Context: an optimization exercise on an open-source flow, tuned for small area, a short achievable clock period and few clock cycles. The choices shown serve that exercise and are no tape-out recipe. Where RTL was checked, it was by simulation tests only, not by an equivalence proof against the original. Function not checked in runs 1 to 4: the RTL went through the layout flow alone. Power figures rest on the tool's default switching activity, not on a simulated workload.

==> flow/design.v <==
package teq_pkg;
	localparam logic [1:0] MODE_SCHEDULE = 2'd0;
	localparam logic [1:0] MODE_TICK     = 2'd1;
	localparam logic [1:0] MODE_CLEAR    = 2'd2;
	localparam logic [2:0] KIND_FIRED     = 3'd0;
	localparam logic [2:0] KIND_NO_EVENT  = 3'd1;
	localparam logic [2:0] KIND_SCHEDULED = 3'd2;
	localparam logic [2:0] KIND_DROPPED   = 3'd3;
	localparam logic [2:0] KIND_CLEARED   = 3'd4;
	localparam int unsigned MAX_FIRED = 16;
	localparam int unsigned FIRED_W   = 5;
	typedef enum logic [1:0] {
		OP_HOLD,
		OP_INSERT,
		OP_POP
	} queue_op_t;
endpackage
module teq_le #(
	parameter int W = 48
) (
	input  logic [W-1:0] a,
	input  logic [W-1:0] b,
	output logic         y
);
	localparam int L = $clog2(W);
	localparam int N = 1 << L;
	logic [N-1:0] g [L+1];
	logic [N-1:0] q [L+1];
	assign g[0] = {{(N - W){1'b0}}, b & ~a};
	assign q[0] = {{(N - W){1'b1}}, b | ~a};
	for (genvar l = 0; l < L; l++) begin : g_lvl
		for (genvar i = 0; i < (N >> (l + 1)); i++) begin : g_node
			assign g[l+1][i] = g[l][2*i+1] | (q[l][2*i+1] & g[l][2*i]);
			assign q[l+1][i] = g[l][2*i+1] | (q[l][2*i+1] & q[l][2*i]);
		end
		if ((N >> (l + 1)) < N) begin : g_pad
			assign g[l+1][N-1:(N >> (l + 1))] = '0;
			assign q[l+1][N-1:(N >> (l + 1))] = '0;
		end
	end
	assign y = q[L][0];
endmodule
module teq_add #(
	parameter int W = 48
) (
	input  logic [W-1:0] a,
	input  logic [W-1:0] b,
	input  logic         ci,
	output logic [W-1:0] y,
	output logic         co
);
	localparam int L = $clog2(W + 1);
	logic [W:0] gp [2*L+1];
	logic [W:0] pp [2*L+1];
	logic [W-1:0] p;
	logic [W:0]   c;
	assign p     = a ^ b;
	assign gp[0] = {a & b, ci};
	assign pp[0] = {p, 1'b0};
	for (genvar l = 0; l < L; l++) begin : g_up
		for (genvar i = 0; i <= W; i++) begin : g_bit
			if (((i + 1) % (2 << l)) == 0 && i >= (1 << l)) begin : g_node
				assign gp[l+1][i] = gp[l][i] | (pp[l][i] & gp[l][i-(1<<l)]);
				assign pp[l+1][i] = pp[l][i] & pp[l][i-(1<<l)];
			end else begin : g_wire
				assign gp[l+1][i] = gp[l][i];
				assign pp[l+1][i] = pp[l][i];
			end
		end
	end
	for (genvar l = 0; l < L; l++) begin : g_down
		localparam int D = 1 << (L - 1 - l);
		for (genvar i = 0; i <= W; i++) begin : g_bit
			if (((i + 1) % (2 * D)) == D && i >= 2 * D) begin : g_node
				assign gp[L+l+1][i] = gp[L+l][i] | (pp[L+l][i] & gp[L+l][i-D]);
				assign pp[L+l+1][i] = pp[L+l][i] & pp[L+l][i-D];
			end else begin : g_wire
				assign gp[L+l+1][i] = gp[L+l][i];
				assign pp[L+l+1][i] = pp[L+l][i];
			end
		end
	end
	assign c  = gp[2*L];
	assign y  = p ^ c[W-1:0];
	assign co = c[W];
endmodule
module teq_row #(
	parameter int QUEUE_DEPTH  = 16,
	parameter int TIME_WIDTH   = 48,
	parameter int HANDLE_WIDTH = 8
) (
	input  logic                    clk,
	input  logic                    arst_n,
	input  logic                    ins,
	input  logic                    pop,
	input  logic                    clr,
	input  logic [QUEUE_DEPTH-1:0]  keep,
	input  logic [TIME_WIDTH-1:0]   new_due,
	input  logic [HANDLE_WIDTH-1:0] new_handle,
	input  logic [TIME_WIDTH-1:0]   nv,
	output logic [QUEUE_DEPTH-1:0]  occ,
	output logic [QUEUE_DEPTH-1:0]  le_n,
	output logic [TIME_WIDTH-1:0]   head_due,
	output logic [HANDLE_WIDTH-1:0] head_handle,
	output logic [TIME_WIDTH-1:0]   next_due
);
	logic [TIME_WIDTH-1:0]   due_q    [QUEUE_DEPTH];
	logic [HANDLE_WIDTH-1:0] handle_q [QUEUE_DEPTH];
	logic [QUEUE_DEPTH-1:0]  occ_q;
	assign occ         = occ_q;
	assign head_due    = due_q[0];
	assign head_handle = handle_q[0];
	assign next_due    = due_q[1];
	for (genvar i = 0; i < QUEUE_DEPTH; i++) begin : g_le
		teq_le #(.W(TIME_WIDTH)) u_le (.a(due_q[i]), .b(nv), .y(le_n[i]));
	end
	always_ff @(posedge clk or negedge arst_n) begin
		if (!arst_n) begin
			occ_q <= '0;
		end else if (clr) begin
			occ_q <= '0;
		end else if (ins) begin
			occ_q <= {occ_q[QUEUE_DEPTH-2:0], 1'b1};
		end else if (pop) begin
			occ_q <= {1'b0, occ_q[QUEUE_DEPTH-1:1]};
		end
	end
	for (genvar i = 0; i < QUEUE_DEPTH; i++) begin : g_slot
		logic                    prev_keep;
		logic [TIME_WIDTH-1:0]   left_due;
		logic [HANDLE_WIDTH-1:0] left_handle;
		logic [TIME_WIDTH-1:0]   right_due;
		logic [HANDLE_WIDTH-1:0] right_handle;
		if (i == 0) begin : g_head
			assign prev_keep   = 1'b1;
			assign left_due    = new_due;
			assign left_handle = new_handle;
		end else begin : g_body
			assign prev_keep   = keep[i-1];
			assign left_due    = due_q[i-1];
			assign left_handle = handle_q[i-1];
		end
		if (i == QUEUE_DEPTH - 1) begin : g_tail
			assign right_due    = due_q[i];
			assign right_handle = handle_q[i];
		end else begin : g_inner
			assign right_due    = due_q[i+1];
			assign right_handle = handle_q[i+1];
		end
		always_ff @(posedge clk) begin
			if (ins && !keep[i]) begin
				if (prev_keep) begin
					due_q[i]    <= new_due;
					handle_q[i] <= new_handle;
				end else begin
					due_q[i]    <= left_due;
					handle_q[i] <= left_handle;
				end
			end else if (pop) begin
				due_q[i]    <= right_due;
				handle_q[i] <= right_handle;
			end
		end
	end
endmodule
module timer_event_queue_top #(
	parameter int QUEUE_DEPTH  = 16,
	parameter int HANDLE_WIDTH = 8,
	parameter int TIME_WIDTH   = 48
) (
	input  logic                    clk,
	input  logic                    arst_n,
	input  logic                    in_valid,
	output logic                    in_ready,
	input  logic [1:0]              mode,
	input  logic [TIME_WIDTH-1:0]   due_time,
	input  logic [HANDLE_WIDTH-1:0] event_handle,
	input  logic [TIME_WIDTH-1:0]   clock_reading,
	output logic                    out_valid,
	input  logic                    out_ready,
	output logic [2:0]              kind,
	output logic [HANDLE_WIDTH-1:0] fired_handle,
	output logic [TIME_WIDTH-1:0]   fire_time,
	output logic [TIME_WIDTH-1:0]   tick_gap,
	output logic [63:0]             total_elapsed,
	output logic                    last,
	input  logic                    cfg_valid,
	output logic                    cfg_ready,
	input  logic [TIME_WIDTH-1:0]   cfg_data
);
	localparam int TW = TIME_WIDTH;
	localparam int HW = HANDLE_WIDTH;
	localparam int QD = QUEUE_DEPTH;
	logic          s_v_q;
	logic [1:0]    s_mode_q;
	logic [TW-1:0] s_val_q;
	logic [HW-1:0] s_hdl_q;
	logic          x_v_q;
	logic [1:0]    x_mode_q;
	logic [TW-1:0] x_val_q;
	logic [HW-1:0] x_hdl_q;
	logic          x_first_q;
	logic [QD-1:0] x_keep_q;
	logic          x_past_q;
	logic [TW-1:0] t_q;
	logic [TW-1:0] t0_q;
	logic [TW-1:0] g_q;
	logic [TW-1:0] e_q;
	logic [TW-1:0] p_q;
	logic [TW:0]   f_q;
	logic          pend_q;
	logic          o_v_q;
	logic [2:0]    o_kind_q;
	logic [HW-1:0] o_hdl_q;
	logic          o_last_q;
	logic          o_show_q;
	logic          ins;
	logic          pop;
	logic          clr;
	logic [QD-1:0] occ;
	logic [QD-1:0] le_n;
	logic [TW-1:0] head_due;
	logic [HW-1:0] head_hdl;
	logic [TW-1:0] next_due;
	logic          acc;
	logic [1:0]    in_mode;
	logic [TW-1:0] in_val;
	logic [1:0]    n_mode;
	logic [TW-1:0] n_val;
	logic [HW-1:0] n_hdl;
	assign acc     = in_valid && !s_v_q && (mode != 2'd3);
	assign in_mode = mode;
	assign in_val  = (mode == teq_pkg::MODE_SCHEDULE) ? due_time : clock_reading;
	assign n_mode  = s_v_q ? s_mode_q : in_mode;
	assign n_val   = s_v_q ? s_val_q  : in_val;
	assign n_hdl   = s_v_q ? s_hdl_q  : event_handle;
	teq_row #(
		.QUEUE_DEPTH (QD),
		.TIME_WIDTH  (TW),
		.HANDLE_WIDTH(HW)
	) u_row (
		.clk        (clk),
		.arst_n     (arst_n),
		.ins        (ins),
		.pop        (pop),
		.clr        (clr),
		.keep       (x_keep_q),
		.new_due    (x_val_q),
		.new_handle (x_hdl_q),
		.nv         (n_val),
		.occ        (occ),
		.le_n       (le_n),
		.head_due   (head_due),
		.head_handle(head_hdl),
		.next_due   (next_due)
	);
	assign in_ready      = !s_v_q;
	assign cfg_ready     = 1'b1;
	assign out_valid     = o_v_q;
	assign kind          = o_kind_q;
	assign fired_handle  = o_hdl_q;
	assign last          = o_last_q;
	assign fire_time     = o_show_q ? t_q : '0;
	assign tick_gap      = g_q;
	assign total_elapsed = {{(64 - TW){1'b0}}, e_q};
	logic          is_s, is_t, is_c;
	logic          adv;
	logic          f_le_c;
	logic          lt;
	logic          head_le_f;
	logic          next_le_f;
	logic          hf, nf;
	logic          x_done;
	logic          x_free;
	logic [TW-1:0] f_sat;
	logic [TW-1:0] n_time;
	logic [TW:0]   cp_sum;
	logic [TW:0]   fp_sum;
	logic [TW-1:0] c_minus_t;
	logic [TW-1:0] c_minus_t0;
	logic [TW-1:0] e_plus_p;
	logic [TW-1:0] gf;
	logic [TW-1:0] ef;
	assign is_s = (x_mode_q == teq_pkg::MODE_SCHEDULE);
	assign is_t = (x_mode_q == teq_pkg::MODE_TICK);
	assign is_c = (x_mode_q == teq_pkg::MODE_CLEAR);
	assign adv  = x_v_q && (!o_v_q || out_ready);
	teq_le #(.W(TW + 1)) u_f_le_c (.a(f_q), .b({1'b0, x_val_q}), .y(f_le_c));
	teq_le #(.W(TW)) u_head_f (.a(head_due), .b(f_q[TW-1:0]), .y(head_le_f));
	teq_le #(.W(TW)) u_next_f (.a(next_due), .b(f_q[TW-1:0]), .y(next_le_f));
	assign lt     = !f_le_c;
	assign f_sat  = f_q[TW] ? '1 : f_q[TW-1:0];
	assign n_time = lt ? f_sat : x_val_q;
	assign hf     = x_keep_q[0] || (occ[0] && (f_q[TW] || head_le_f));
	assign nf     = x_keep_q[1] || (occ[1] && (f_q[TW] || next_le_f));
	assign cp_sum     = {1'b0, x_val_q} + {1'b0, p_q};
	assign fp_sum     = f_q + {1'b0, p_q};
	assign c_minus_t  = x_val_q - t_q;
	assign c_minus_t0 = x_val_q - t0_q;
	assign e_plus_p   = e_q + p_q;
	assign gf = f_q[TW] ? ~t_q  : p_q;
	assign ef = f_q[TW] ? ~t0_q : e_plus_p;
	assign ins = adv && is_s && !x_past_q && !occ[QD-1];
	assign pop = adv && is_t && hf;
	assign clr = adv && is_c;
	assign x_done = adv && !(is_t && hf && nf);
	assign x_free = !x_v_q || x_done;
	logic          x_le_n;
	logic          n_le_x;
	logic          n_le_f;
	logic          n_le_t;
	logic [QD-1:0] occ_nx;
	logic [QD-1:0] le_nx;
	logic [QD-1:0] keep_shift;
	logic          past_nx;
	teq_le #(.W(TW)) u_x_le_n (.a(x_val_q), .b(n_val), .y(x_le_n));
	teq_le #(.W(TW)) u_n_le_x (.a(n_val), .b(x_val_q), .y(n_le_x));
	teq_le #(.W(TW)) u_n_le_f (.a(n_val), .b(f_q[TW-1:0]), .y(n_le_f));
	teq_le #(.W(TW)) u_n_le_t (.a(n_val), .b(t_q), .y(n_le_t));
	always_comb begin
		occ_nx = occ;
		le_nx  = le_n;
		if (clr) begin
			occ_nx = '0;
		end else if (ins) begin
			occ_nx = {occ[QD-2:0], 1'b1};
			for (int i = 0; i < QD; i++) begin
				if (!x_keep_q[i]) begin
					if (i == 0 || x_keep_q[(i == 0) ? 0 : i - 1]) begin
						le_nx[i] = x_le_n;
					end else begin
						le_nx[i] = le_n[(i == 0) ? 0 : i - 1];
					end
				end
			end
		end else if (pop) begin
			occ_nx = {1'b0, occ[QD-1:1]};
			le_nx  = {1'b0, le_n[QD-1:1]};
		end
		if (adv && is_t && x_first_q) begin
			past_nx = n_le_x || n_le_f || f_q[TW];
		end else if (adv && is_c) begin
			past_nx = n_le_x;
		end else begin
			past_nx = n_le_t;
		end
	end
	assign keep_shift = pop ? {1'b0, x_keep_q[QD-1:1]} : x_keep_q;
	always_ff @(posedge clk or negedge arst_n) begin
		if (!arst_n) begin
			s_v_q  <= 1'b0;
			x_v_q  <= 1'b0;
			o_v_q  <= 1'b0;
			t_q    <= '0;
			t0_q   <= '0;
			g_q    <= '0;
			e_q    <= '0;
			p_q    <= '0;
			f_q    <= '0;
			pend_q <= 1'b0;
		end else begin
			if (cfg_valid) begin
				p_q <= cfg_data;
			end
			pend_q <= cfg_valid;
			if (x_free) begin
				if (s_v_q) begin
					x_v_q <= 1'b1;
					s_v_q <= 1'b0;
				end else begin
					x_v_q <= acc;
				end
			end else if (acc) begin
				s_v_q <= 1'b1;
			end
			if (adv) begin
				o_v_q <= 1'b1;
			end else if (out_ready) begin
				o_v_q <= 1'b0;
			end
			if (cfg_valid) begin
				f_q <= {1'b0, t_q};
			end else if (pend_q) begin
				f_q <= fp_sum;
			end else if (adv) begin
				if (is_t) begin
					if (x_first_q) begin
						t_q <= n_time;
						g_q <= lt ? gf : c_minus_t;
						e_q <= lt ? ef : c_minus_t0;
					end
					if (x_done) begin
						f_q <= lt ? (f_q[TW] ? f_q : fp_sum) : cp_sum;
					end
				end else if (is_c) begin
					t_q  <= x_val_q;
					t0_q <= x_val_q;
					g_q  <= '0;
					e_q  <= '0;
					f_q  <= cp_sum;
				end
			end
		end
	end
	always_ff @(posedge clk) begin
		if (x_free) begin
			x_first_q <= 1'b1;
			x_mode_q  <= n_mode;
			x_val_q   <= n_val;
			x_hdl_q   <= n_hdl;
			x_keep_q  <= occ_nx & le_nx;
			x_past_q  <= past_nx;
		end else begin
			if (adv) begin
				x_first_q <= 1'b0;
			end
			x_keep_q <= keep_shift;
		end
		if (!s_v_q) begin
			s_mode_q <= in_mode;
			s_val_q  <= in_val;
			s_hdl_q  <= event_handle;
		end
		if (adv) begin
			o_last_q <= 1'b1;
			o_show_q <= 1'b0;
			o_hdl_q  <= '0;
			o_kind_q <= teq_pkg::KIND_CLEARED;
			if (is_s) begin
				o_hdl_q <= x_hdl_q;
				if (x_past_q) begin
					o_kind_q <= teq_pkg::KIND_FIRED;
					o_show_q <= 1'b1;
				end else if (occ[QD-1]) begin
					o_kind_q <= teq_pkg::KIND_DROPPED;
				end else begin
					o_kind_q <= teq_pkg::KIND_SCHEDULED;
				end
			end else if (is_t) begin
				o_show_q <= 1'b1;
				if (hf) begin
					o_kind_q <= teq_pkg::KIND_FIRED;
					o_hdl_q  <= head_hdl;
					o_last_q <= !nf;
				end else begin
					o_kind_q <= teq_pkg::KIND_NO_EVENT;
				end
			end
		end
	end
endmodule
==> flow/run.sh <==
#!/bin/bash
# synth_recipe.tcl (not shown) runs the flow's synth.tcl, then flattens the netlist and writes it again
# the make line also repeats each setting of config.mk as NAME=value (left out here)
make -C /OpenROAD-flow-scripts/flow DESIGN_CONFIG=/design/flow/config.mk WORK_HOME=/design/flow/orfs CLKGATE_MAP_FILE= SYNTH_SCRIPT=/design/flow/synth_recipe.tcl finish
==> flow/config.mk <==
export PLATFORM = sky130hd
export DESIGN_NAME = timer_event_queue_top
export DESIGN_NICKNAME = timer_event_queue_top
export VERILOG_FILES = /design/flow/design.v
export SDC_FILE = /design/flow/constraint.sdc
export NUM_CORES = 4
export LEC_CHECK = 0
export CAP_MARGIN = 35
export CORE_MARGIN = 2
export CORE_UTILIZATION = 35
export SLEW_MARGIN = 30
==> flow/constraint.sdc <==
create_clock -name core_clock -period 7.0 [get_ports {clk}]
set_input_delay 1.4000 -clock core_clock [delete_from_list [all_inputs] [get_ports {clk}]]
set_output_delay 1.4000 -clock core_clock [all_outputs]
set_load 0.01 [all_outputs]
==> results of run 1 <==
[power by group]
group          internal, W  leakage [nW]  switching [W]
registers           0.0110          13.4        0.00270
logic              0.00955          26.7         0.0147
clock network      0.00505          2.69        0.00388
[cell usage after synthesis, drive strengths merged (22+ instances only)]
master and count:
o21ai 1631, nand2 1525, edfxtp 984, a21oi 939, mux2i 820, clkbuf 730
nor2 514, inv 327, dfrtp 309, maj3 271, ha 241, o22ai 198
a21o 197, buf 186, mux2 180, nand2b 136, a31oi 134, xnor2 121
o31ai 106, o211ai 95, nand3 93, and2 91, nor2b 86, a211oi 82
o21a 79, xor2 79, nor3 78, a221oi 77, a22oi 59, dfxtp 59
o221ai 54, a22o 53, o21bai 43, o22a 34, and3 31, nand4 31
or2 31, a32oi 30, a31o 27, or3b 23, a211o 22, a311oi 22
[registers in the layout, indices dropped and copies added (netlist names), 2 cells and up]
| name | cells |
|---|---|
| e_q | 48 |
| f_q | 49 |
| g_q | 48 |
| o_hdl_q | 8 |
| o_kind_q | 3 |
| p_q | 48 |
| s_hdl_q | 8 |
| s_mode_q | 2 |
| s_val_q | 48 |
| t0_q | 48 |
| t_q | 48 |
| u_row.due_q | 768 |
| u_row.handle_q | 128 |
| u_row.occ_q | 16 |
| x_hdl_q | 8 |
| x_keep_q | 16 |
| x_mode_q | 2 |
| x_val_q | 48 |
[tightest hold or removal path: stages (launching register included)]
cell and delay, ns:
dfrtp_1 0.34, nand2_1 0.05, nand2_1 0.05
[per-stage QoR]
| stage | hold WS [ns] | instances | power, W |
|---|---|---|---|
| 5_1_grt | 0.4823 | 14930 | 0.04961 |
| 3_3_place_gp | 0.4544 | 14590 | 0.03739 |
| 6_report | 0.4670 | 14930 | 0.04695 |
| 2_1_floorplan | 0.4227 | 11170 | 0.02940 |
| 3_5_place_dp | 0.4563 | 14610 | 0.03759 |
| 4_1_cts | 0.4560 | 14920 | 0.04658 |
[routing by layer]
layer  part of all wire  up-vias
li1                   -    41210
met1               0.42    42570
met2               0.44     3897
met3              0.077      674
met4              0.055        4
met5           0.000071        -
[worst max path at each step]
stage                                    to
2_1_floorplan  u_row.due_q[15][0]$_DFFE_PP_
3_3_place_gp             x_past_q$_DFFE_PN_
3_5_place_dp             x_past_q$_DFFE_PN_
4_1_cts                 f_q[48]$_DFFE_PN0P_
5_1_grt                 f_q[48]$_DFFE_PN0P_
6_report       u_row.due_q[10][8]$_DFFE_PP_
[cell type report]
type / count / area share
clock inverter: 83 / 0.007796
inverter: 335 / 0.01134
tap: 3724 / 0.04195
multi-input combinational: 8566 / 0.4971
clock buffer: 232 / 0.04212
antenna: 5 / 0.0001127
timing repair buffer: 632 / 0.05324
sequential: 1352 / 0.3464
[logic make-up (layout without fill, tap and decap cells)]
kind of cell	count (synthesis)	in the layout	synth area share
AOI/OAI and AO/OA	4091	4091	0.2519
and+or+nand+nor	2741	2741	0.1232
DFF	1352	1352	0.3922
buffers and inverters	1251	1282	0.05091
muxes	1000	1000	0.1044
adders and majority gates	517	517	0.05953
xor gates and xnor gates	200	200	0.01786
other	2	22	0.00007657
==> results.cfg, run 1 <==
[run_status]
status = complete, no violations

[setup_path]
reg2reg_from = u_row.due_q[0][0]$_DFFE_PP_
critical_path_buf_inv_count = 2
cp-start-kind = flip-flop
worstSetupEndpointType = flip-flop
worst_path_max_delay_cell = nand2_2
crit_chain = nor2b_1 -> maj3_1 -> maj3_1 -> maj3_1 -> nor3_1 -> o21ai_0 -> a2111oi_1 -> buf_4 -> o22a_1 -> nand3_2 -> nand2_2 -> buf_4
r2r_end = u_row.due_q[10][8]$_DFFE_PP_
cp_data_arrival_time_ns = 6.35
path_max_fanout = 25
cp.depth = 12
timing.critical_path.max_delay_family = simple AND/OR/NAND/NOR gates
worstSetupPathType = reg -> reg
max_stage_delay_ns = 0.93
cp-startpoint = u_row.due_q[0][0]$_DFFE_PP_
reg2reg_depth = 12
r2r_setup_slack_ns = 1.17
required_ns = 7.53
crit_path_frequent_cell = maj3_1

[sta]
fmax_ghz = 0.1716
fin_skew_ns = 0.04736
finalSetupViolations = 0
rsz0062_at_grt = no
setup_slack_ns = 1.172
worst-slew-pin-transition_ns = 1.066
timing.final.max_slew_violations = 0
hold_violations = 0
fin_tns_setup_ns = 0
timing.slew.headroom = 0.2816
period_share = 0.8325
fin_crit_ns = 5.828

[layout]
layout_commonest_cell = o21ai_0
syn2layout_area_growth_pct = 13.24
postLayoutCellArea_um2 = 111100
nFillCells = 27970
regArea_um2 = 38470
final_core_util = 0.3979
multiInputGateArea_um2 = 55210
fin_nets = 11460
final_cell_mix = o21ai_0 (1608), nand2_1 (1506), edfxtp_1 (984)
drive_gt1_frac = 0.08134

[global_route]
grt_start_max_net_pins = 174
grt_use_met3 = 0.04026
grt_pass1_wl_mm = 538.1
gr-max-usage-layer = met2
antenna_found_initial = 9
gr-usage-met1 = 0.3281
grt_util_all_layers = 0.2450
grt_pass1_vias = 81380
met2_usage = 0.3814
grt_overflow_total = 0

[synth]
synth_edf_count = 984
async_flop_share = 0.2286
yosysWarningCount = 10
synth_ff_type = edfxtp_1
yosys.area.top_type = edfxtp_1
synth_cell_type_count = 111
syn_inst = 11150
ys_seq_elements = 1352
syn_area_per_cell_um2 = 8.793
synth_top_area_share = 0.3013
ys_seq_area_frac = 0.3922
synth_area_um2 = 98080
synth_area_leaders = edfxtp_1 (30%), mux2i_1 (8.4%), o21ai_0 (8.2%), dfrtp_1 (7.9%), nand2_1 (5.8%)

[routing]
vias = 88360
drcViolationCount = 0
vias_per_cell = 5.918
initialDrtViolationCount = 10400
dr.pass1.iters = 9
wirelength_mm = 364.5
wl_per_cell_um = 24.42
antenna_left = 0

[place]
place_congestion = 0.9881
dp_slack_ns = 0.5971
dpl_cell_area_um2 = 105400
io_buffers = 316
hpwl_mm = 274.3

[clock_tree]
clk_pin_slew_ns = 0.06
ctsHtreeMaxLevel = 4
root_buffer = clkbuf_16
clock_sinks = 1352
numCtsBuffers = 170
post_cts_buffers = 0
cts_resized = 0
cts_hold_buf = 0
cts_tree = built
clock_latency_ns = 0.88
ctsLongestPathBuffers = 3

[floorplanning]
die_h_um = 533.4
design.core.area_um2 = 279100
start_util = 0.3514
io_pins = 334
rows = 194
die_area_um2 = 284500
dieWidth_um = 533.4

[power]
irDropWorstVdd_mv = 0.3964
p_leak_nw = 42.76
p_per_area_nw_per_um2 = 422.7

[min_path]
hold_path_depth = 2
min_to = g_q[37]$_DFFE_PN0P_
min_from = g_q[37]$_DFFE_PN0P_
min_path_type = reg -> reg

[flow_run]
max_cap_violations = 0
==> inputs of run 2 (changes only) <==
--- a/flow/config.mk
+++ b/flow/config.mk
@@ -8,4 +8,6 @@
 export CAP_MARGIN = 35
 export CORE_MARGIN = 2
 export CORE_UTILIZATION = 35
+export SETUP_SLACK_MARGIN = 3.5
 export SLEW_MARGIN = 30
+export TNS_END_PERCENT = 0
==> run 2 against run 1 <==
  * Utilization is 1.3 points higher
  * Sequential share of layout area down 1.0 points
  * Flip-flop and latch count unchanged
  * Clock skew shrank 0.00082 ns
  * Design area increased by 3.2%
  * Largest power group unchanged
  * Highest routed layer is now met4
==> results.cfg, run 2 <==
[run_status]
status = complete, no violations

[routing]
wl_per_cell_um = 25.12
initialDrtViolationCount = 10900
dr.pass1.iters = 7
drcViolationCount = 0
antenna_left = 0
vias_per_cell = 5.970
vias = 90070
wirelength_mm = 378.9

[sta]
timing.slew.headroom = 0.2969
fin_crit_ns = 4.734
finalSetupViolations = 0
fin_skew_ns = 0.04654
hold_violations = 0
whs_ns = 0.4729
timing.final.max_slew_violations = 0
period_share = 0.6764
worst-slew-pin-transition_ns = 1.053
fmax_ghz = 0.2112
rsz0062_at_grt = yes
fin_tns_setup_ns = 0

[synth]
synthTopCellsByCount = o21ai_0 (1608), nand2_1 (1523), edfxtp_1 (984)
synth_top_area_share = 0.3013
ys_seq_elements = 1352
ys_seq_area_frac = 0.3922
yosysMostFrequentCell = o21ai_0
async_flop_share = 0.2286
synth_cell_type_count = 111
synth_area_leaders = edfxtp_1 (30%), mux2i_1 (8.4%), o21ai_0 (8.2%), dfrtp_1 (7.9%), nand2_1 (5.8%)
synth_ff_type = edfxtp_1
yosys.area.top_type = edfxtp_1
synth_edf_count = 984
syn_area_per_cell_um2 = 8.793
yosysWarningCount = 10
syn_inst = 11150
synth_area_um2 = 98080

[clock_tree]
clk_pin_slew_ns = 0.06
numCtsBuffers = 169
ctsLongestPathBuffers = 3
clock_latency_ns = 0.86
clock_sinks = 1352
ctsHtreeMaxLevel = 4
cts_hold_buf = 0
cts_tree = built
root_buffer = clkbuf_16

[floorplanning]
io_pins = 334
die_h_um = 533.4
rows = 194
start_util = 0.3514
die_area_um2 = 284500
design.core.area_um2 = 279100
dieWidth_um = 533.4

[power]
switching_share = 0.4512
p_leak_nw = 44.26
irDropWorstVdd_mv = 0.5432
clkPwrFrac = 0.188
combPwrFrac = 0.527
switching_power_w = 0.02188
p_per_area_nw_per_um2 = 423.3
intPower_w = 0.02661
seqPwrFrac = 0.284

[setup_path]
worstSetupEndpointType = flip-flop
cp-start-kind = input pin
worstSetupPathType = in -> reg
required_ns = 7.70
cp_data_arrival_time_ns = 5.43
path_max_fanout = 19

[layout]
final_cell_mix = o21ai_0 (1582), nand2_1 (1500), edfxtp_1 (984)
syn2layout_area_growth_pct = 16.81
drive_gt1_frac = 0.1134
top_register = u_row.due_q
fin_nets = 11620
layout_commonest_cell = o21ai_0
reg_top3 = u_row.due_q: 768 flops, u_row.handle_q: 128 flops, f_q: 49 flops
largest_reg_flops = 768

[global_route]
grt_start_max_net_pins = 152
grt_pass1_vias = 82810
antenna_found_initial = 9
grt_util_all_layers = 0.2524
grt_pass1_wl_mm = 552.1
grt_overflow_total = 0

[place]
io_buffers = 316
hpwl_mm = 276.3
place_congestion = 0.9822

[flow_run]
max_cap_violations = 0

[min_path]
min_path_type = reg -> reg
==> run 2: what timing repair did <==
action	CTS	global route
buffers inserted	66	54
pin swaps	49	81
gates cloned	9	14
setup endpoints to repair	1580	1749
resized for setup	274	210
==> run 2: power by group through the flow <==
stage                     logic (W)  clock network [W]  registers, W
after detailed placement     0.0239                  0        0.0138
after global routing         0.0276            0.00950        0.0140
after floorplan              0.0169                  0        0.0125
after CTS                    0.0246            0.00923        0.0136
final                        0.0256            0.00913        0.0138
after global placement       0.0237                  0        0.0139
==> run 2: worst paths after layout <==
path	startpoint	endpoint	slack [ns]	cells after the start
min in group asynchronous	arst_n	g_q[4]$_DFFE_PN0P_	0.50	1
worst min register to register	x_first_q$_SDFFE_PN1P_	x_first_q$_SDFFE_PN1P_	0.47	2
max in group asynchronous	arst_n	s_v_q$_DFFE_PN0P_	5.25	2
worst min-delay path	x_first_q$_SDFFE_PN1P_	x_first_q$_SDFFE_PN1P_	0.47	2
worst max register to register	s_v_q$_DFFE_PN0P_	x_keep_q[9]$_DFFE_PP_	2.34	15
worst max-delay path	mode[1]	x_keep_q[14]$_DFFE_PP_	2.27	18
==> run 2: through the flow <==
| stage | cells | power, W | utilization | worst slack [ns] | cell area [µm²] |
|---|---|---|---|---|---|
| floorplan | 11170 | 0.02939 | - | 2.146 | 98190 |
| global placement | 14610 | 0.03753 | 0.3778 | 0.4514 | 105400 |
| detailed placement | 14620 | 0.03772 | 0.3783 | 0.5000 | 105600 |
| CTS | 15000 | 0.04745 | 0.4045 | 2.262 | 112900 |
| global route | 15080 | 0.05111 | 0.4104 | 2.231 | 114600 |
| finish | 15090 | 0.04849 | 0.4104 | 2.266 | 114600 |
==> run 2: logic make-up after synthesis <==
| logic type | after synthesis | synth area share |
|---|---|---|
| DFF | 1352 | 0.3922 |
| AOI/OAI and AO/OA | 4091 | 0.2519 |
| and+or+nand+nor | 2741 | 0.1232 |
| muxes | 1000 | 0.1044 |
| xor gates and xnor gates | 200 | 0.01786 |
| buffers and inverters | 1251 | 0.05091 |
| other | 2 | 0.00007657 |
| adders and majority gates | 517 | 0.05953 |
==> run 2: area by class of cell <==
class                      instances  area (µm²)
sequential                      1352       38480
timing repair buffer             781        7712
inverter                         335        1325
antenna                            9       22.52
multi-input combinational       8572       56740
timing repair inverter             1       8.758
clock inverter                    89       953.4
clock buffer                     223        4661
fill                           27660      164600
tap                             3724        4659
==> run 2: layer usage <==
metal,share of wire,track usage
met5,0,0
met4,0.059,0.1336
met2,0.44,0.3913
met1,0.42,0.3394
met3,0.079,0.03727
==> run 2: worst max-delay path, stage by stage <==
cell	delay [ns]
buf_16	0.14
buf_16	0.19
or3b_4	0.44
a31o_4	0.27
buf_4	0.19
a21oi_2	0.21
o22ai_4	0.12
a311oi_2	0.36
a211oi_2	0.16
o221ai_1	0.18
a21o_1	0.17
a211oi_2	0.07
buf_4	0.17
o31a_1	0.33
o41ai_4	0.46
mux2_4	0.23
o21ai_2	0.05
o31ai_2	0.20
==> inputs of run 3 (changes only) <==
--- a/flow/design.v
+++ b/flow/design.v
@@ -191,6 +191,10 @@
 	localparam int TW = TIME_WIDTH;
 	localparam int HW = HANDLE_WIDTH;
 	localparam int QD = QUEUE_DEPTH;
+	logic          h_v_q;
+	logic [1:0]    h_mode_q;
+	logic [TW-1:0] h_val_q;
+	logic [HW-1:0] h_hdl_q;
 	logic          s_v_q;
 	logic [1:0]    s_mode_q;
 	logic [TW-1:0] s_val_q;
@@ -231,9 +235,9 @@
 	assign acc     = in_valid && !s_v_q && (mode != 2'd3);
 	assign in_mode = mode;
 	assign in_val  = (mode == teq_pkg::MODE_SCHEDULE) ? due_time : clock_reading;
-	assign n_mode  = s_v_q ? s_mode_q : in_mode;
-	assign n_val   = s_v_q ? s_val_q  : in_val;
-	assign n_hdl   = s_v_q ? s_hdl_q  : event_handle;
+	assign n_mode  = h_mode_q;
+	assign n_val   = h_val_q;
+	assign n_hdl   = h_hdl_q;
 	teq_row #(
 		.QUEUE_DEPTH (QD),
 		.TIME_WIDTH  (TW),
@@ -348,6 +352,7 @@
 	assign keep_shift = pop ? {1'b0, x_keep_q[QD-1:1]} : x_keep_q;
 	always_ff @(posedge clk or negedge arst_n) begin
 		if (!arst_n) begin
+			h_v_q  <= 1'b0;
 			s_v_q  <= 1'b0;
 			x_v_q  <= 1'b0;
 			o_v_q  <= 1'b0;
@@ -364,11 +369,13 @@
 			end
 			pend_q <= cfg_valid;
 			if (x_free) begin
+				x_v_q <= h_v_q;
+			end
+			if (x_free || !h_v_q) begin
 				if (s_v_q) begin
-					x_v_q <= 1'b1;
 					s_v_q <= 1'b0;
 				end else begin
-					x_v_q <= acc;
+					h_v_q <= acc;
 				end
 			end else if (acc) begin
 				s_v_q <= 1'b1;
@@ -416,6 +423,17 @@
 			end
 			x_keep_q <= keep_shift;
 		end
+		if (x_free || !h_v_q) begin
+			if (s_v_q) begin
+				h_mode_q <= s_mode_q;
+				h_val_q  <= s_val_q;
+				h_hdl_q  <= s_hdl_q;
+			end else begin
+				h_mode_q <= in_mode;
+				h_val_q  <= in_val;
+				h_hdl_q  <= event_handle;
+			end
+		end
 		if (!s_v_q) begin
 			s_mode_q <= in_mode;
 			s_val_q  <= in_val;
--- a/flow/config.mk
+++ b/flow/config.mk
@@ -8,6 +8,6 @@
 export CAP_MARGIN = 35
 export CORE_MARGIN = 2
 export CORE_UTILIZATION = 35
-export SETUP_SLACK_MARGIN = 3.5
+export SETUP_SLACK_MARGIN = 4
 export SLEW_MARGIN = 30
 export TNS_END_PERCENT = 0
==> run 3 against run 2 <==
  * Fmax up 13%
  * Clock skew is 0.0012 ns higher
  * Utilization down 0.69 points
  * Critical path type is now reg -> reg
  * Synthesized cell count is 3.0% higher
  * Cell count grew 2.3%
  * Routed wire length rose by 2.2%
  * Worst hold slack lost 0.055 ns
  * Global-route usage increased by 0.11 points
  * Sequential power grew 5%
  * Flip-flop and latch count grew 59
  * Clock power is essentially flat
  * Die area grew 3.2%
==> results.cfg, run 3 <==
[power]
intPower_w = 0.02762
irDropWorstVdd_mv = 0.2572
switching_share = 0.4633
p_leak_nw = 45.07
switching_power_w = 0.02384
p_per_area_nw_per_um2 = 443.0
seqPwrFrac = 0.282
clkPwrFrac = 0.178
combPwrFrac = 0.540

[place]
dp_cells = 15010
dp_slack_ns = 1.923
hpwl_mm = 286.1
io_buffers = 316
place_congestion = 0.9954

[global_route]
grt_pass1_wl_mm = 568.3
grt_overflow_total = 0
grt_start_max_net_pins = 130
antenna_found_initial = 11
grt_util_all_layers = 0.2535
grt_pass1_vias = 84870

[clock_tree]
ctsHtreeMaxLevel = 4
numCtsBuffers = 171
clock_latency_ns = 0.88
ctsLongestPathBuffers = 4
cts_hold_buf = 0
root_buffer = clkbuf_16
clock_sinks = 1411
clk_pin_slew_ns = 0.06
cts_tree = built

[setup_path]
required_ns = 7.49
worstSetupPathType = reg -> reg
cp_data_arrival_time_ns = 4.70
path_max_fanout = 25
worstSetupEndpointType = flip-flop
cp-start-kind = flip-flop

[layout]
top_register = u_row.due_q
final_cell_mix = o21ai_0 (1635), nand2_1 (1547), edfxtp_1 (1042)
fin_nets = 11920
drive_gt1_frac = 0.09333
layout_commonest_cell = o21ai_0
reg_top3 = u_row.due_q: 768 flops, u_row.handle_q: 128 flops, f_q: 49 flops
stdcell_count = 15440
syn2layout_area_growth_pct = 14.79
largest_reg_flops = 768
final_core_util = 0.4035

[floorplanning]
design.core.area_um2 = 287900
die_h_um = 541.7
die_area_um2 = 293400
start_util = 0.3515
rows = 197
dieWidth_um = 541.7
io_pins = 334

[synth]
yosys.area.top_type = edfxtp_1
synth_cell_type_count = 111
synth_ff_type = edfxtp_1
synth_top_area_share = 0.3092
syn_area_per_cell_um2 = 8.810
async_flop_share = 0.2197
syn_inst = 11490
synth_edf_count = 1042
synth_area_leaders = edfxtp_1 (31%), mux2i_1 (8.6%), o21ai_0 (8.2%), dfrtp_1 (7.7%), nand2_1 (5.8%)
synth_area_um2 = 101200
ys_seq_elements = 1411
yosysMostFrequentCell = o21ai_0
synthTopCellsByCount = o21ai_0 (1661), nand2_1 (1577), edfxtp_1 (1042)
yosysWarningCount = 10
ys_seq_area_frac = 0.3975

[sta]
setup_slack_ns = 2.794
rsz0062_at_grt = yes
finalSetupViolations = 0
fin_skew_ns = 0.04770
whs_ns = 0.4176
hold_violations = 0
fin_tns_setup_ns = 0
timing.slew.headroom = 0.3616
worst-slew-pin-transition_ns = 0.9519
fmax_ghz = 0.2377
period_share = 0.6009
timing.final.max_slew_violations = 0
fin_crit_ns = 4.206

[routing]
wl_per_cell_um = 25.09
vias = 91710
vias_per_cell = 5.941
dr.pass1.iters = 9
antenna_left = 0
wirelength_mm = 387.3
drcViolationCount = 0
initialDrtViolationCount = 11400

[flow_run]
max_cap_violations = 0

[run_status]
status = complete, no violations

[min_path]
min_path_type = reg -> reg
-- run 3: cell count changes after synthesis, sizes merged, moves of 49 or more --
cell / previous run / this run
edfxtp: 984 / 1042
inv: 327 / 511
nor2b: 86 / 148
nand2b: 136 / 190
o21ai: 1631 / 1680
o31ai: 106 / 56
a21oi: 939 / 851
nand2: 1525 / 1580
maj3: 271 / 326
-- run 3: per-stage QoR --
step,power (W),cell area [µm²]
after CTS,0.05074,115700
after global routing,0.05425,116200
after global placement,0.04041,108100
after detailed placement,0.04058,108300
final,0.05146,116200
after floorplan,0.03146,101400
-- run 3: logic make-up after synthesis --
kind of cell | count (synthesis) | share of synthesized area
other | 2 | 0.00007422
AND/OR/NAND/NOR | 2904 | 0.1272
buffers and inverters | 1395 | 0.05397
XOR/XNOR | 209 | 0.01809
flip-flops | 1411 | 0.3975
multiplexers | 1002 | 0.1008
adder cells (fa/ha/maj) | 572 | 0.06326
AO/OA/AOI/OAI | 3991 | 0.2391
-- run 3: power groups by stage --
stage	registers [W]	clock network [W]	logic, W
after floorplan	0.0132	0	0.0182
after global placement	0.0147	0	0.0257
after detailed placement	0.0146	0	0.0259
after CTS	0.0144	0.00925	0.0271
after global routing	0.0147	0.00954	0.0300
final	0.0145	0.00915	0.0278
-- run 3: path summary, 6_finish.rpt --
| path | slack (ns) | end | cells after the start | from |
|---|---|---|---|---|
| max in group asynchronous | 5.18 | f_q[48]$_DFFE_PN0P_ | 2 | arst_n |
| max reg2reg | 2.79 | x_val_q[0]$_DFFE_PP_ | 13 | f_q[8]$_DFFE_PN0P_ |
| min | 0.42 | x_hdl_q[5]$_DFFE_PP_ | 0 | h_hdl_q[5]$_DFFE_PP_ |
| max | 2.79 | x_val_q[0]$_DFFE_PP_ | 13 | f_q[8]$_DFFE_PN0P_ |
| min reg2reg | 0.42 | x_hdl_q[5]$_DFFE_PP_ | 0 | h_hdl_q[5]$_DFFE_PP_ |
| min in group asynchronous | 0.49 | e_q[7]$_DFFE_PN0P_ | 1 | arst_n |
-- run 3: cell type report --
| class | count | area [µm²] |
|---|---|---|
| sequential | 1411 | 40250 |
| inverter | 520 | 2049 |
| tap | 3781 | 4731 |
| multi-input combinational | 8699 | 56880 |
| fill | 28690 | 171700 |
| clock inverter | 85 | 839.6 |
| antenna | 8 | 20.02 |
| clock buffer | 222 | 4695 |
| timing repair buffer | 708 | 6688 |
| timing repair inverter | 2 | 15.01 |
-- run 3: repair_timing --
item | in CTS | in global routing
endpoints found under the setup margin | 2364 | 2374
pin swaps | 37 | 16
cloned | 8 | 1
gates resized for setup | 225 | 34
setup buffers | 87 | 12
-- run 3: metal layers --
layer / vias to the layer above / track usage / routed length [µm]
li1: 42300 / - / -
met3: 742 / 0.04184 / 34940
met2: 4525 / 0.3889 / 168000
met5: - / 0 / 23
met1: 44140 / 0.3467 / 163900
met4: 4 / 0.1198 / 20420
-- run 3: critical path, cell delays in order (launching register included) --
cell and delay (ns):
dfrtp_1 0.50, nor2b_1 0.20, maj3_2 0.31, maj3_2 0.31
o211ai_1 0.18, nand4_1 0.53, a31oi_4 0.37, a31oi_4 0.16
nor2b_4 0.18, buf_12 0.15, o21a_4 0.25, clkinvlp_4 0.16
buf_4 0.16, buf_6 0.32
==> inputs of run 4 (changes only) <==
--- a/flow/config.mk
+++ b/flow/config.mk
@@ -7,7 +7,7 @@
 export LEC_CHECK = 0
 export CAP_MARGIN = 35
 export CORE_MARGIN = 2
-export CORE_UTILIZATION = 35
-export SETUP_SLACK_MARGIN = 4
+export CORE_UTILIZATION = 45
+export SETUP_SLACK_MARGIN = 4.5
 export SLEW_MARGIN = 30
 export TNS_END_PERCENT = 0
==> run 4 against run 3 <==
  * Via count increased by 3.2%
  * Non-clock buffer count increased by 58
  * Register-to-register slack improved by 0.16 ns
  * Worst hold slack improved by 0.0011 ns
  * Fmax increased by 3.9%
  * Clock-buffer cell count increased by 5
  * Clock skew decreased by 0.016 ns
  * Die area decreased by 22%
  * Design area about the same
  * Sequential share of layout area about the same
  * Largest cell class unchanged
  * Largest power group unchanged
  * Highest routed layer unchanged
==> results.cfg, run 4 <==
[place]
io_buffers = 316
hpwl_mm = 300.0
dp_cells = 14220
place_congestion = 1.020

[routing]
wirelength_mm = 407.0
wl_per_cell_um = 27.67
vias = 94670
vias_per_cell = 6.437
antenna_left = 0
initialDrtViolationCount = 12210
drcViolationCount = 0
dr.pass1.iters = 9

[synth]
synth_edf_count = 1042
synth_ff_type = edfxtp_1
ys_seq_area_frac = 0.3975
async_flop_share = 0.2197
synth_area_leaders = edfxtp_1 (31%), mux2i_1 (8.6%), o21ai_0 (8.2%), dfrtp_1 (7.7%), nand2_1 (5.8%)
synth_cell_type_count = 111
synth_top_area_share = 0.3092
synthTopCellsByCount = o21ai_0 (1661), nand2_1 (1577), edfxtp_1 (1042)
yosysMostFrequentCell = o21ai_0
synth_area_um2 = 101200
syn_inst = 11490
ys_seq_elements = 1411
syn_area_per_cell_um2 = 8.810
yosys.area.top_type = edfxtp_1
yosysWarningCount = 10

[clock_tree]
cts_hold_buf = 0
ctsLongestPathBuffers = 3
cts_tree = built
clock_latency_ns = 0.85
clk_pin_slew_ns = 0.06
ctsHtreeMaxLevel = 4
numCtsBuffers = 170
root_buffer = clkbuf_16
clock_sinks = 1411

[sta]
fin_skew_ns = 0.03192
timing.slew.headroom = 0.3425
fin_crit_ns = 4.048
rsz0062_at_grt = yes
finalSetupViolations = 0
fin_tns_setup_ns = 0
timing.final.max_slew_violations = 0
fmax_ghz = 0.2470
whs_ns = 0.4187
period_share = 0.5784
hold_violations = 0
worst-slew-pin-transition_ns = 0.9863

[setup_path]
reg2reg_from = h_val_q[36]$_DFFE_PP_
worstSetupEndpointType = flip-flop
r2r_end = x_keep_q[15]$_SDFFCE_PN0P_
path_max_fanout = 18
cp_data_arrival_time_ns = 4.75
reg2reg_depth = 10
r2r_setup_slack_ns = 2.95
worstSetupPathType = reg -> reg
cp-start-kind = flip-flop
required_ns = 7.70
cp-startpoint = h_val_q[36]$_DFFE_PP_
crit_path_end = x_keep_q[15]$_SDFFCE_PN0P_

[power]
p_per_area_nw_per_um2 = 450.0
clkPwrFrac = 0.171
combPwrFrac = 0.546
p_leak_nw = 45.45
switching_share = 0.4698
seqPwrFrac = 0.283
intPower_w = 0.02771
irDropWorstVdd_mv = 0.2404
switching_power_w = 0.02455

[global_route]
grt_util_all_layers = 0.3425
antenna_found_initial = 18
grt_start_max_net_pins = 137
grt_pass1_vias = 88520
grt_pass1_wl_mm = 592.9
grt_overflow_total = 0

[floorplanning]
die_area_um2 = 228700
rows = 174
start_util = 0.4513
io_pins = 334
design.core.area_um2 = 224200
dieWidth_um = 478.2
die_h_um = 478.2

[layout]
regArea_um2 = 40270
drive_gt1_frac = 0.1034
syn2layout_area_growth_pct = 14.78
final_cell_mix = o21ai_0 (1629), nand2_1 (1544), edfxtp_1 (1042)
largest_reg_flops = 768
stdcell_count = 14710
layout_commonest_cell = o21ai_0
reg_top3 = u_row.due_q: 768 flops, u_row.handle_q: 128 flops, f_q: 49 flops
nFillCells = 20630
multiInputGateArea_um2 = 57330
fin_nets = 11980
top_register = u_row.due_q

[run_status]
status = complete, no violations

[min_path]
min_path_type = reg -> reg

[flow_run]
max_cap_violations = 0
[run 4: cell counts after synthesis]
Identical to the previous run, type by type.
[run 4: power groups by stage]
stage / combinational [W] / clock (W) / sequential (W)
3_5_place_dp: 0.0260 / 0 / 0.0150
4_1_cts: 0.0277 / 0.00906 / 0.0146
3_3_place_gp: 0.0255 / 0 / 0.0151
6_report: 0.0285 / 0.00895 / 0.0148
5_1_grt: 0.0306 / 0.00936 / 0.0150
2_1_floorplan: 0.0182 / 0 / 0.0132
[run 4: how the worst min path moves through the flow]
stage | depth (start not counted) | endpoint | slack [ns] | start
after detailed placement | 0 | x_mode_q[1]$_DFFE_PP_ | 0.41 | h_mode_q[1]$_DFFE_PP_
after CTS | 0 | x_mode_q[1]$_DFFE_PP_ | 0.42 | h_mode_q[1]$_DFFE_PP_
final | 0 | x_mode_q[0]$_DFFE_PP_ | 0.42 | h_mode_q[0]$_DFFE_PP_
after global routing | 0 | x_hdl_q[7]$_DFFE_PP_ | 0.43 | h_hdl_q[7]$_DFFE_PP_
after floorplan | 0 | x_hdl_q[0]$_DFFE_PP_ | 0.40 | h_hdl_q[0]$_DFFE_PP_
after global placement | 0 | x_mode_q[1]$_DFFE_PP_ | 0.41 | h_mode_q[1]$_DFFE_PP_
[run 4: per-stage QoR]
| stage | utilization | total power [W] | instance area, µm² | worst slack [ns] |
|---|---|---|---|---|
| floorplan | - | 0.03146 | 101400 | 3.052 |
| global placement | 0.4775 | 0.04058 | 107100 | 1.712 |
| detailed placement | 0.4789 | 0.04102 | 107400 | 1.768 |
| CTS | 0.5161 | 0.05141 | 115700 | 3.098 |
| global route | 0.5180 | 0.05488 | 116200 | 2.870 |
| finish | 0.5180 | 0.05226 | 116200 | 2.952 |
[run 4: layout make-up]
class	count	area share
Multi-Input combinational cell	8699	0.4936
Sequential cell	1411	0.3467
Timing Repair Buffer	766	0.06275
Clock buffer	227	0.03994
Tap cell	2992	0.03223
Inverter	520	0.01760
Clock inverter	88	0.007013
Timing Repair inverter	2	0.0001293
Antenna cell	1	0.00002154
[run 4: worst max-delay path, stage by stage (launching register included)]
cell and delay [ns]:
edfxtp_1 0.48, buf_4 0.27, nand2_4 0.24, o21ai_0 0.24, a311oi_1 0.14, o22ai_1 0.56
o211a_1 0.58, o211ai_1 0.52, and3_1 0.38, or3_1 0.35, a21oi_1 0.12
[run 4: cells by family after synthesis]
logic type	after synthesis	synth area share
AO/OA/AOI/OAI	3991	0.2391
AND/OR/NAND/NOR	2904	0.1272
flip-flops	1411	0.3975
buffers and inverters	1395	0.05397
multiplexers	1002	0.1008
adder cells (fa/ha/maj)	572	0.06326
XOR/XNOR	209	0.01809
other	2	0.00007422
[run 4: timing repair]
item	4_1_cts	5_1_grt
hold endpoints to repair	0	0
gates cloned	9	0
endpoints found under the setup margin	2385	2390
buffers inserted	143	19
resized for setup	339	53
pin swaps	44	11
[run 4: metal layers]
layer / part of all wire / GRT usage / vias up
met2: 0.42 / 0.5000 / 5426
met5: 0.000091 / 0 / -
met3: 0.10 / 0.06342 / 865
li1: - / - / 42410
met4: 0.053 / 0.1670 / 6
met1: 0.42 / 0.4858 / 45960
==> inputs of run 5 (changes only) <==
--- a/flow/design.v
+++ b/flow/design.v
@@ -20,7 +20,8 @@
 ) (
 	input  logic [W-1:0] a,
 	input  logic [W-1:0] b,
-	output logic         y
+	output logic         y,
+	output logic         lt
 );
 	localparam int L = $clog2(W);
 	localparam int N = 1 << L;
@@ -38,7 +39,8 @@
 			assign q[l+1][N-1:(N >> (l + 1))] = '0;
 		end
 	end
-	assign y = q[L][0];
+	assign y  = q[L][0];
+	assign lt = g[L][0];
 endmodule
 module teq_add #(
 	parameter int W = 48
@@ -112,7 +114,7 @@
 	assign head_handle = handle_q[0];
 	assign next_due    = due_q[1];
 	for (genvar i = 0; i < QUEUE_DEPTH; i++) begin : g_le
-		teq_le #(.W(TIME_WIDTH)) u_le (.a(due_q[i]), .b(nv), .y(le_n[i]));
+		teq_le #(.W(TIME_WIDTH)) u_le (.a(due_q[i]), .b(nv), .y(le_n[i]), .lt());
 	end
 	always_ff @(posedge clk or negedge arst_n) begin
 		if (!arst_n) begin
@@ -289,9 +291,9 @@
 	assign is_t = (x_mode_q == teq_pkg::MODE_TICK);
 	assign is_c = (x_mode_q == teq_pkg::MODE_CLEAR);
 	assign adv  = x_v_q && (!o_v_q || out_ready);
-	teq_le #(.W(TW + 1)) u_f_le_c (.a(f_q), .b({1'b0, x_val_q}), .y(f_le_c));
-	teq_le #(.W(TW)) u_head_f (.a(head_due), .b(f_q[TW-1:0]), .y(head_le_f));
-	teq_le #(.W(TW)) u_next_f (.a(next_due), .b(f_q[TW-1:0]), .y(next_le_f));
+	teq_le #(.W(TW + 1)) u_f_le_c (.a(f_q), .b({1'b0, x_val_q}), .y(f_le_c), .lt());
+	teq_le #(.W(TW)) u_head_f (.a(head_due), .b(f_q[TW-1:0]), .y(head_le_f), .lt());
+	teq_le #(.W(TW)) u_next_f (.a(next_due), .b(f_q[TW-1:0]), .y(next_le_f), .lt());
 	assign lt     = !f_le_c;
 	assign f_sat  = f_q[TW] ? '1 : f_q[TW-1:0];
 	assign n_time = lt ? f_sat : x_val_q;
@@ -317,10 +319,11 @@
 	logic [QD-1:0] le_nx;
 	logic [QD-1:0] keep_shift;
 	logic          past_nx;
-	teq_le #(.W(TW)) u_x_le_n (.a(x_val_q), .b(n_val), .y(x_le_n));
-	teq_le #(.W(TW)) u_n_le_x (.a(n_val), .b(x_val_q), .y(n_le_x));
-	teq_le #(.W(TW)) u_n_le_f (.a(n_val), .b(f_q[TW-1:0]), .y(n_le_f));
-	teq_le #(.W(TW)) u_n_le_t (.a(n_val), .b(t_q), .y(n_le_t));
+	logic          x_lt_n;
+	teq_le #(.W(TW)) u_x_le_n (.a(x_val_q), .b(n_val), .y(x_le_n), .lt(x_lt_n));
+	assign n_le_x = !x_lt_n;
+	teq_le #(.W(TW)) u_n_le_f (.a(n_val), .b(f_q[TW-1:0]), .y(n_le_f), .lt());
+	teq_le #(.W(TW)) u_n_le_t (.a(n_val), .b(t_q), .y(n_le_t), .lt());
 	always_comb begin
 		occ_nx = occ;
 		le_nx  = le_n;
==> run 5 against run 4 <==
  * Via count fell by 1.0%
  * Design area increased by 0.64%
  * Synthesized cell count is 1.3% lower
  * Largest cell class unchanged
  * Fmax is 3.7% higher
  * Clock power is 4.2% higher
  * Worst hold slack worse by 0.00098 ns
  * Clock-buffer cell count is 11 higher
==> results.cfg, run 5 <==
[run_status]
status = complete, no violations

[setup_path]
cp-start-kind = flip-flop
required_ns = 7.62
worstSetupPathType = reg -> reg
reg2reg_from = h_val_q[46]$_DFFE_PP_
cp_data_arrival_time_ns = 4.52
path_max_fanout = 16
cp-startpoint = h_val_q[46]$_DFFE_PP_
worstSetupEndpointType = flip-flop

[floorplanning]
design.core.area_um2 = 222300
io_pins = 334
die_h_um = 476.9
dieWidth_um = 476.9
start_util = 0.4527
die_area_um2 = 227400
rows = 173

[routing]
initialDrtViolationCount = 12130
drcViolationCount = 0
wl_per_cell_um = 28.08
wirelength_mm = 409.3
vias_per_cell = 6.428
antenna_left = 0
vias = 93710
dr.pass1.iters = 10

[clock_tree]
clock_sinks = 1411
clk_pin_slew_ns = 0.06
ctsHtreeMaxLevel = 4
cts_hold_buf = 0
root_buffer = clkbuf_16
clock_latency_ns = 0.88
ctsLongestPathBuffers = 3
cts_tree = built
numCtsBuffers = 173

[min_path]
min_path_type = reg -> reg
min_from = h_hdl_q[3]$_DFFE_PP_

[synth]
syn_area_per_cell_um2 = 8.877
yosys.area.top_type = edfxtp_1
synth_top_area_share = 0.3109
synth_cell_type_count = 111
syn_inst = 11340
yosysMostFrequentCell = o21ai_0
ys_seq_area_frac = 0.3997
synth_edf_count = 1042
yosysWarningCount = 10
ys_seq_elements = 1411
synth_area_um2 = 100600
synth_ff_type = edfxtp_1
synthTopCellsByCount = o21ai_0 (1566), nand2_1 (1515), edfxtp_1 (1042)
async_flop_share = 0.2197
synth_area_leaders = edfxtp_1 (31%), mux2i_1 (8.6%), o21ai_0 (7.8%), dfrtp_1 (7.7%), nand2_1 (5.7%)

[global_route]
grt_pass1_vias = 87130
grt_pass1_wl_mm = 592.8
grt_start_max_net_pins = 115
grt_util_all_layers = 0.3445
antenna_found_initial = 12
grt_overflow_total = 0

[power]
p_per_area_nw_per_um2 = 410.3
total_power_w = 0.04796
irDropWorstVdd_mv = 0.3168
p_leak_nw = 45.72

[place]
hpwl_mm = 294.4
dp_slack_ns = 1.943
place_congestion = 0.9671
io_buffers = 316

[sta]
worst-slew-pin-transition_ns = 0.9697
fin_skew_ns = 0.03928
period_share = 0.5579
fin_tns_setup_ns = 0
setup_slack_ns = 3.095
timing.final.max_slew_violations = 0
fmax_ghz = 0.2561
finalSetupViolations = 0
hold_violations = 0
timing.slew.headroom = 0.3536
whs_ns = 0.4177
fin_crit_ns = 3.905
rsz0062_at_grt = yes

[layout]
top_register = u_row.due_q
drive_gt1_frac = 0.1126
syn2layout_area_growth_pct = 16.16
layout_commonest_cell = o21ai_0
reg_top3 = u_row.due_q: 768 flops, u_row.handle_q: 128 flops, f_q: 49 flops
final_cell_mix = o21ai_0 (1542), nand2_1 (1485), edfxtp_1 (1042)
fin_nets = 11860
largest_reg_flops = 768

[flow_run]
max_cap_violations = 0
-- run 5: cell count changes after synthesis, moves of 13 or more --
cell | previous run | this run
a21o_1 | 210 | 224
a21oi_1 | 847 | 879
a22oi_1 | 48 | 74
a32oi_1 | 14 | 37
clkbuf_1 | 708 | 687
nand2_1 | 1577 | 1515
nand2b_1 | 190 | 149
nor2b_1 | 147 | 134
o21a_1 | 63 | 79
o21ai_0 | 1661 | 1566
o22ai_1 | 210 | 161
o31ai_1 | 55 | 42
-- run 5: metal layers --
layer,GRT usage,up-vias,part of all wire
li1,-,42070,-
met1,0.4853,45440,0.42
met2,0.5167,5388,0.43
met3,0.06088,806,0.10
met4,0.1510,12,0.049
met5,0,-,0.00014
-- run 5: report_power, final --
group	total [W]	leakage, nW	switching, W	internal (W)
Clock	0.00933	2.83	0.00395	0.00538
Combinational	0.0250	29.0	0.0152	0.00981
Sequential	0.0136	13.9	0.00257	0.0110
-- run 5: critical path: stages (launching register included) --
cell        delay (ns)
edfxtp_1          0.54
clkinvlp_4        0.31
buf_4             0.31
nand2_1           0.13
maj3_1            0.36
o21ai_0           0.20
o22ai_1           0.18
a21oi_2           0.48
o2111ai_2         0.40
nand2_1           0.24
mux2_2            0.18
o21ai_0           0.08
o211ai_1          0.19
o21ai_1           0.08
-- run 5: cells by family after synthesis --
kind of cell               synth area share
other                            0.00007462
AOI/OAI and AO/OA                    0.2419
adders and majority gates           0.06307
DFF                                  0.3997
buffers and inverters               0.05439
muxes                                0.1025
xor gates and xnor gates            0.01810
and+or+nand+nor                      0.1202
-- run 5: path summary, 6_finish.rpt --
check                      depth (start not counted)  slack, ns                    end
min reg2reg                                        0       0.42   x_hdl_q[3]$_DFFE_PP_
max reg2reg                                       13       3.09  x_keep_q[9]$_DFFE_PP_
min in group asynchronous                          1       0.56     p_q[2]$_DFFE_PN0P_
max in group asynchronous                          2       4.99      s_v_q$_DFFE_PN0P_
min                                                0       0.42   x_hdl_q[3]$_DFFE_PP_
max                                               13       3.09  x_keep_q[9]$_DFFE_PP_
-- run 5: area by class of cell --
class / count / area (µm²)
sequential: 1411 / 40290
multi-input combinational: 8555 / 57110
antenna: 6 / 15.01
inverter: 521 / 2054
fill: 20230 / 105400
tap: 2975 / 3722
clock inverter: 85 / 860.8
clock buffer: 238 / 4898
timing repair inverter: 5 / 42.54
timing repair buffer: 783 / 7904
-- run 5: repair_timing --
| action | in CTS | in global routing |
|---|---|---|
| pin swaps | 68 | 53 |
| endpoints found under the setup margin | 2385 | 2388 |
| gates resized for setup | 331 | 138 |
| gates cloned | 24 | 3 |
| setup buffers | 161 | 33 |
-- run 5: metrics by stage --
step / instance area (µm²) / cells / util
floorplan: 101100 / 11350 / -
global placement: 106400 / 14000 / 0.4788
detailed placement: 106800 / 14020 / 0.4806
CTS: 115900 / 14530 / 0.5213
global route: 116900 / 14580 / 0.5258
finish: 116900 / 14580 / 0.5258
Testbench counts of run 5, summed over its fixed seeds: cycles 10,994.
==> inputs of run 6 (changes only) <==
--- a/flow/config.mk
+++ b/flow/config.mk
@@ -5,9 +5,9 @@
 export SDC_FILE = /design/flow/constraint.sdc
 export NUM_CORES = 4
 export LEC_CHECK = 0
-export CAP_MARGIN = 35
+export CAP_MARGIN = 20
 export CORE_MARGIN = 2
 export CORE_UTILIZATION = 45
 export SETUP_SLACK_MARGIN = 4.5
-export SLEW_MARGIN = 30
+export SLEW_MARGIN = 20
 export TNS_END_PERCENT = 0
==> run 6 against run 5 <==
  * Still clean
  * Fmax fell by 0.68%
  * Critical path depth rose by 1
  * Critical path type unchanged
  * Routed wire length rose by 1.0%
  * Largest cell class unchanged
  * Critical endpoint is now x_keep_q[13]$_DFFE_PP_
  * Clock power fell by 2%
  * Flip-flop and latch count did not move
  * Setup slack got worse by 0.027 ns
==> results.cfg, run 6 <==
[run_status]
status = complete, no violations

[setup_path]
cp_data_arrival_time_ns = 4.56
cp-start-kind = flip-flop
required_ns = 7.63
worstSetupEndpointType = flip-flop
path_max_fanout = 28
worstSetupPathType = reg -> reg

[sta]
rsz0062_at_grt = yes
timing.slew.headroom = 0.2432
fin_crit_ns = 3.932
worst-slew-pin-transition_ns = 1.126
timing.final.max_slew_violations = 0
hold_violations = 0
fin_tns_setup_ns = 0
finalSetupViolations = 0
fin_skew_ns = 0.03238
fmax_ghz = 0.2543
period_share = 0.5617

[flow_run]
max_cap_violations = 0

[routing]
vias = 94230
initialDrtViolationCount = 12090
wirelength_mm = 413.4
dr.pass1.iters = 10
vias_per_cell = 6.464
antenna_left = 0
wl_per_cell_um = 28.36
drcViolationCount = 0

[synth]
async_flop_share = 0.2197
synth_cell_type_count = 111
synthTopCellsByCount = o21ai_0 (1566), nand2_1 (1515), edfxtp_1 (1042)
synth_ff_type = edfxtp_1
syn_area_per_cell_um2 = 8.877
yosysMostFrequentCell = o21ai_0
synth_edf_count = 1042
ys_seq_area_frac = 0.3997
yosys.area.top_type = edfxtp_1
synth_area_leaders = edfxtp_1 (31%), mux2i_1 (8.6%), o21ai_0 (7.8%), dfrtp_1 (7.7%), nand2_1 (5.7%)
synth_top_area_share = 0.3109
yosysWarningCount = 10
ys_seq_elements = 1411
synth_area_um2 = 100600
syn_inst = 11340

[clock_tree]
root_buffer = clkbuf_16
ctsHtreeMaxLevel = 4
cts_tree = built
clock_latency_ns = 0.87
numCtsBuffers = 172
clock_sinks = 1411
clk_pin_slew_ns = 0.06
ctsLongestPathBuffers = 3

[global_route]
grt_start_max_net_pins = 115
grt_pass1_wl_mm = 595.4
grt_util_all_layers = 0.3458
grt_pass1_vias = 87980
antenna_found_initial = 16
grt_overflow_total = 0

[floorplanning]
die_h_um = 476.9
design.core.area_um2 = 222300
io_pins = 334
rows = 173
dieWidth_um = 476.9
start_util = 0.4527
die_area_um2 = 227400

[layout]
drive_gt1_frac = 0.1129
layout_commonest_cell = o21ai_0
postLayoutCellArea_um2 = 116700
largest_reg_flops = 768
reg_top3 = u_row.due_q: 768 flops, u_row.handle_q: 128 flops, f_q: 49 flops
fin_nets = 11850
syn2layout_area_growth_pct = 15.93
nFillCells = 20350
final_cell_mix = o21ai_0 (1538), nand2_1 (1484), edfxtp_1 (1042)
top_register = u_row.due_q

[power]
p_per_area_nw_per_um2 = 408.7
p_leak_nw = 45.61
irDropWorstVdd_mv = 0.3439

[place]
place_congestion = 0.9671
io_buffers = 316
dpl_cell_area_um2 = 106500
hpwl_mm = 294.1

[min_path]
min_path_type = reg -> reg
run 6: cell count changes in the layout (fill, tap and decap cells not counted), sizes merged, moves of 2 or more:
cell | previous run | this run
diode | 6 | 13
clkinv | 67 | 79
nand3 | 131 | 134
o21a | 81 | 79
a31o | 18 | 16
buf | 460 | 447
nand2b | 152 | 157
clkbuf | 240 | 242
bufinv | 13 | 11
inv | 509 | 500
dlygate4sd2 | 1 | 26
clkdlybuf4s50 | 313 | 288
run 6: per-stage QoR:
| step | worst slack [ns] | hold slack, ns | total power (W) | util | std cells |
|---|---|---|---|---|---|
| final | 3.068 | 0.4165 | 0.04768 | 0.5248 | 14580 |
| after global placement | 1.542 | 0.4010 | 0.03560 | 0.4788 | 14000 |
| after global routing | 3.069 | 0.4190 | 0.04981 | 0.5247 | 14570 |
| after CTS | 3.185 | 0.4175 | 0.04647 | 0.5193 | 14500 |
| after floorplan | 3.643 | 0.4003 | 0.02789 | - | 11350 |
| after detailed placement | 1.903 | 0.4045 | 0.03585 | 0.4789 | 14000 |
run 6: worst paths after layout:
check	start	endpoint	slack, ns	cells after the start
max	u_row.due_q[0][9]$_DFFE_PP_	x_keep_q[13]$_DFFE_PP_	3.07	14
min	h_hdl_q[3]$_DFFE_PP_	x_hdl_q[3]$_DFFE_PP_	0.42	0
max reg2reg	u_row.due_q[0][9]$_DFFE_PP_	x_keep_q[13]$_DFFE_PP_	3.07	14
min reg2reg	h_hdl_q[3]$_DFFE_PP_	x_hdl_q[3]$_DFFE_PP_	0.42	0
max in group asynchronous	arst_n	s_v_q$_DFFE_PN0P_	5.01	2
min in group asynchronous	arst_n	p_q[2]$_DFFE_PN0P_	0.56	1
run 6: layout make-up:
| type | instances | area [µm²] | share of cell area |
|---|---|---|---|
| Antenna cell | 13 | 32.53 | 0.0002788 |
| Clock buffer | 238 | 4847 | 0.04155 |
| Clock inverter | 86 | 790.8 | 0.006778 |
| Inverter | 521 | 2078 | 0.01781 |
| Multi-Input combinational cell | 8559 | 57280 | 0.4910 |
| Sequential cell | 1411 | 40280 | 0.3453 |
| Tap cell | 2975 | 3722 | 0.03190 |
| Timing Repair Buffer | 771 | 7600 | 0.06514 |
| Timing Repair inverter | 4 | 31.28 | 0.0002681 |
run 6: cells by family after synthesis:
group,count (synthesis),share of synthesized area
AO/OA/AOI/OAI,3981,0.2419
adder cells (fa/ha/maj),567,0.06307
XOR/XNOR,208,0.01810
buffers and inverters,1396,0.05439
AND/OR/NAND/NOR,2760,0.1202
flip-flops,1411,0.3997
multiplexers,1012,0.1025
other,2,0.00007462
run 6: timing repair:
item | 4_1_cts | 5_1_grt
cloned | 25 | 6
setup buffers | 151 | 57
hold buffers | 0 | 0
endpoints found under the setup margin | 2387 | 2389
gates resized for setup | 392 | 156
pin swaps | 82 | 87
run 6: worst max-delay path, cell delays in order, from the launching register on:
cell,delay (ns)
edfxtp_1,0.45
nor2b_1,0.17
maj3_1,0.36
a21boi_0,0.15
o31ai_2,0.46
o211ai_1,0.33
a21oi_2,0.24
o211ai_1,0.11
buf_4,0.19
buf_4,0.17
buf_12,0.19
nor3_2,0.20
nor3_1,0.06
a311o_1,0.36
a31o_1,0.23
run 6: power breakdown:
| group | internal [W] | switching, W |
|---|---|---|
| logic | 0.00968 | 0.0152 |
| clock network | 0.00522 | 0.00394 |
| registers | 0.0110 | 0.00262 |
run 6: layer usage:
layer / global-route usage / part of all wire / vias to the layer above
met2: 0.5182 / 0.43 / 5506
met5: 0 / 0.000024 / -
li1: - / - / 42050
met1: 0.4795 / 0.42 / 45850
met4: 0.1662 / 0.053 / 2
met3: 0.06453 / 0.10 / 824

separate check: timing with driven ports:
Ports are ideal in the flow. The routed layouts listed here were re-timed in OpenROAD. Step 1 sets driving cells, clkbuf_16 on the clock port and buf_2 on the other inputs (assumed; they add their load-dependent delay and slew). Step 2 times the ports against the registers' clock, not the clock port: input delays grow and output delays shrink by t, the midpoint of the rising clock arrivals with the driver on. a / b / c = ideal / step 1 / step 2; a / b = the first two.
run	t (ns)	setup WS [ns]	worst setup path at the end	worst register clock-pin slew, ns	worst data-port slew with drivers (ns)
run 1	0.952	1.172 / 1.172 / 0.494	input to register	0.07 / 0.07	0.15
run 2	0.935	2.266 / 1.942 / 1.006	input to register	0.06 / 0.06	0.63
run 3	0.955	2.794 / 2.794 / 2.092	input to register	0.07 / 0.07	0.09
run 4	0.944	2.952 / 2.952 / 2.231	input to register	0.07 / 0.07	0.08
run 5	0.953	3.095 / 3.095 / 2.239	input to register	0.07 / 0.07	0.14
run 6	0.947	3.068 / 3.068 / 2.274	input to register	0.07 / 0.07	0.14
After both steps every run listed still meets setup and hold. For run 2, which loses most, drivers alone change the setup slack by -0.324 ns; drivers and shift together by -1.260 ns.
